Background: an optimization exercise with open tools, aiming at small area, a short achievable clock period and few clock cycles per item. Do not read the settings as production practice. RTL that was checked went through simulation tests only; none was proved equivalent to the original. Power and IR drop assume default switching activity.

==> flow/design.v (excerpt) <==
module decode_pipe_top (
    input  wire             clk,
    input  wire             reset,
    input  wire             in_valid,
    output logic            in_ready,
    input  wire [taurus_decode_pkg::xlen-1:0]  in_pc,
    input  wire [31:0]      in_inst,
    output logic            out_valid,
    input  wire             out_ready,
    output logic [taurus_decode_pkg::xlen-1:0] out_pc,
    output taurus_decode_pkg::inst_fmt_e       out_fmt,
    output logic [4:0]      out_rd,
    output logic [taurus_decode_pkg::xlen-1:0] out_imm,
    output logic [taurus_decode_pkg::xlen-1:0] out_target
);
==> flow/config.mk <==
export PLATFORM = sky130hd
export DESIGN_NAME = decode_pipe_top
export DESIGN_NICKNAME = decode_pipe_top
export VERILOG_FILES = /design/flow/design.v
export SDC_FILE = /design/flow/constraint.sdc
export NUM_CORES = 4
export LEC_CHECK = 0
export CAP_MARGIN = 20
export CORE_MARGIN = 2
export CORE_UTILIZATION = 40
export SETUP_SLACK_MARGIN = 1.5
export SLEW_MARGIN = 20
==> flow/constraint.sdc <==
create_clock -name core_clock -period 5.5 [get_ports {clk}]
set_input_delay 1.1000 -clock core_clock [delete_from_list [all_inputs] [get_ports {clk}]]
set_output_delay 1.1000 -clock core_clock [all_outputs]
set_load 0.01 [all_outputs]
standard.sh (not shown) runs the stock make flow with config.mk's settings and CLKGATE_MAP_FILE= SYNTH_SCRIPT=/design/flow/synth_recipe.tcl, a recipe that flattens the netlist after the stock synthesis.
==> flow/flow/run.sh <==
#!/bin/bash
# The standard layout (standard.sh), with two changes: the port buffers
# are the smallest buffer cell, and full adders are left to ABC instead of
# being extracted into adder cells before it. Each tool's output is in the
# ORFS logs under orfs/logs; make's own output is in standard.log.
bash standard.sh BUFFER_PORTS_ARGS="-buffer_cell sky130_fd_sc_hd__buf_1" ADDER_MAP_FILE= finish > standard.log 2>&1
Edit:
==> flow/run.sh (new file) <==
#!/bin/bash
# synth_recipe.tcl (not shown) runs the flow's synth.tcl, then flattens the netlist and writes it again
# the make line also repeats each setting of config.mk as NAME=value (left out here)
make -C /OpenROAD-flow-scripts/flow DESIGN_CONFIG=/design/flow/config.mk WORK_HOME=/design/flow/orfs CLKGATE_MAP_FILE= SYNTH_SCRIPT=/design/flow/synth_recipe.tcl finish
removed: flow/flow/run.sh
removed: flow/standard.sh
After rerunning: Worst setup slack is better by 900 ps. Area after synthesis drops by 2.6%. Cell area came out higher by 7.9%. Global-route usage stays flat. Via count went down by 5.3%. Final cell count went down by 2.5%. Routed wire length is lower by 5.5%. Utilization goes up by 4.8 points.
No run of this note included a check of the RTL's function; only the layout flow was run.

* * *

Another version of the RTL of decode_pipe_top (not shown whole).
For scale: roughly 1100 cells after synthesis, about 220 flip-flops, roughly 300 I/O pins, roughly 12000 um^2 of cells after synthesis.
clock: 5.5 ns
lec_check: 0
cap_margin: 20
core_margin: 2
core_utilization: 65
cts_cluster_diameter: 100
cts_cluster_size: 25
setup_slack_margin: 1.5
slew_margin: 20
==> flow/flow/run.sh <==
#!/bin/bash
# The standard layout (standard.sh) with three changes:
#  - the port buffers are the smallest buffer cell (buf_1), resized later as
#    timing needs;
#  - full adders are left to ABC instead of being extracted into adder cells;
#  - the upper-half and lower-half target logic are mapped on their own, so
#    that ABC keeps their depth short;
#  - the slow stacked AND/OR cells are kept out of mapping and resizing, on
#    top of the platform's own don't-use list.
# Each tool's full output is in the ORFS logs under orfs/logs; make's own
# output is in standard.log.
PLATFORM_DONT_USE="sky130_fd_sc_hd__probe_p_8 sky130_fd_sc_hd__probec_p_8 sky130_fd_sc_hd__lpflow_bleeder_1 sky130_fd_sc_hd__lpflow_clkbufkapwr_1 sky130_fd_sc_hd__lpflow_clkbufkapwr_16 sky130_fd_sc_hd__lpflow_clkbufkapwr_2 sky130_fd_sc_hd__lpflow_clkbufkapwr_4 sky130_fd_sc_hd__lpflow_clkbufkapwr_8 sky130_fd_sc_hd__lpflow_clkinvkapwr_1 sky130_fd_sc_hd__lpflow_clkinvkapwr_16 sky130_fd_sc_hd__lpflow_clkinvkapwr_2 sky130_fd_sc_hd__lpflow_clkinvkapwr_4 sky130_fd_sc_hd__lpflow_clkinvkapwr_8 sky130_fd_sc_hd__lpflow_decapkapwr_12 sky130_fd_sc_hd__lpflow_decapkapwr_3 sky130_fd_sc_hd__lpflow_decapkapwr_4 sky130_fd_sc_hd__lpflow_decapkapwr_6 sky130_fd_sc_hd__lpflow_decapkapwr_8 sky130_fd_sc_hd__lpflow_inputiso0n_1 sky130_fd_sc_hd__lpflow_inputiso0p_1 sky130_fd_sc_hd__lpflow_inputiso1n_1 sky130_fd_sc_hd__lpflow_inputiso1p_1 sky130_fd_sc_hd__lpflow_inputisolatch_1 sky130_fd_sc_hd__lpflow_isobufsrc_1 sky130_fd_sc_hd__lpflow_isobufsrc_16 sky130_fd_sc_hd__lpflow_isobufsrc_2 sky130_fd_sc_hd__lpflow_isobufsrc_4 sky130_fd_sc_hd__lpflow_isobufsrc_8 sky130_fd_sc_hd__lpflow_isobufsrckapwr_16 sky130_fd_sc_hd__lpflow_lsbuf_lh_hl_isowell_tap_1 sky130_fd_sc_hd__lpflow_lsbuf_lh_hl_isowell_tap_2 sky130_fd_sc_hd__lpflow_lsbuf_lh_hl_isowell_tap_4 sky130_fd_sc_hd__lpflow_lsbuf_lh_isowell_4 sky130_fd_sc_hd__lpflow_lsbuf_lh_isowell_tap_1 sky130_fd_sc_hd__lpflow_lsbuf_lh_isowell_tap_2 sky130_fd_sc_hd__lpflow_lsbuf_lh_isowell_tap_4"
SLOW=""
for c in a2111o a311o a32o a41o and4 and4b and4bb o2111a o311a o32a o41a or3 or3b or4 or4b or4bb maj3; do
  for n in 1 2 4; do SLOW="$SLOW sky130_fd_sc_hd__${c}_$n"; done
done
bash standard.sh BUFFER_PORTS_ARGS="-buffer_cell sky130_fd_sc_hd__buf_1" ADDER_MAP_FILE= \
  DONT_USE_CELLS="$PLATFORM_DONT_USE$SLOW" SYNTH_KEEP_MODULES="target_hi_stage target_calc_stage" finish > standard.log 2>&1
Testbench counts at the start, summed over its fixed seeds: cycles 9,165, items 8,000.
Next try:
ABC_AREA = 1   (was not set)
What happened: Critical path depth drops by 7; final area climbs by 0.87%; die area climbs by 5.0%; setup slack improved by 0.13 ns; power climbs by 1.1%; combinational power climbs by 2.9%; global-route usage climbs by 2.0 points; via count climbs by 22%.
Next try:
--- a/flow/flow/run.sh
+++ b/flow/flow/run.sh
@@ -1,4 +1,4 @@
 #!/bin/bash
-# The standard layout (standard.sh) with three changes:
+# The standard layout (standard.sh) with four changes:
 #  - the port buffers are the smallest buffer cell (buf_1), resized later as
 #    timing needs;
SETUP_SLACK_MARGIN = 1.95   (was 1.5)
Worst setup slack gets better by 0.26 ns.
Die area stays the same.
Clock power hardly moves.
Global-route usage rose by 0.93 points.

## port drivers added, routing unchanged
No port has a modelled driver above. Below, the same layouts with a new extraction and two added sets of constraints.
Step 1 (the two cells are an assumption about what drives the block):
set clk [get_ports {clk}]
set_driving_cell -lib_cell sky130_fd_sc_hd__clkbuf_16 $clk
set_driving_cell -lib_cell sky130_fd_sc_hd__buf_2 [delete_from_list [all_inputs] $clk]
Step 2 also shifts input and output timing later by t, the mid clock arrival at the registers, as if the neighbouring blocks saw the same clock.
Three values: ideal, step 1, step 2; two values: the first two.
| run | t (ns) | slack for setup (ns) | worst setup path after step 2 | worst register clock-pin slew, ns | worst data-port slew with drivers (ns) |
|---|---|---|---|---|---|
| the first run of note 1 | 0.575 | 0.537 / 0.488 / 1.041 | input to register | 0.06 / 0.06 | 0.10 |
| the second run of note 1 | 0.572 | 1.437 / 1.386 / 1.047 | input to register | 0.07 / 0.07 | 0.08 |
| the first run of note 2 | 0.508 | 1.550 / 1.543 / 1.034 | input to register | 0.10 / 0.10 | 0.08 |
| the second run of note 2 | 0.512 | 1.682 / 1.635 / 1.397 | input to register | 0.10 / 0.10 | 0.08 |
| the third run of note 2 | 0.513 | 1.937 / 1.891 / 1.753 | input to register | 0.10 / 0.10 | 0.08 |
After both steps setup and hold are still met in every run listed. For the first run of note 2, which loses most, drivers alone change the setup slack by -0.007 ns; drivers and shift together by -0.516 ns.
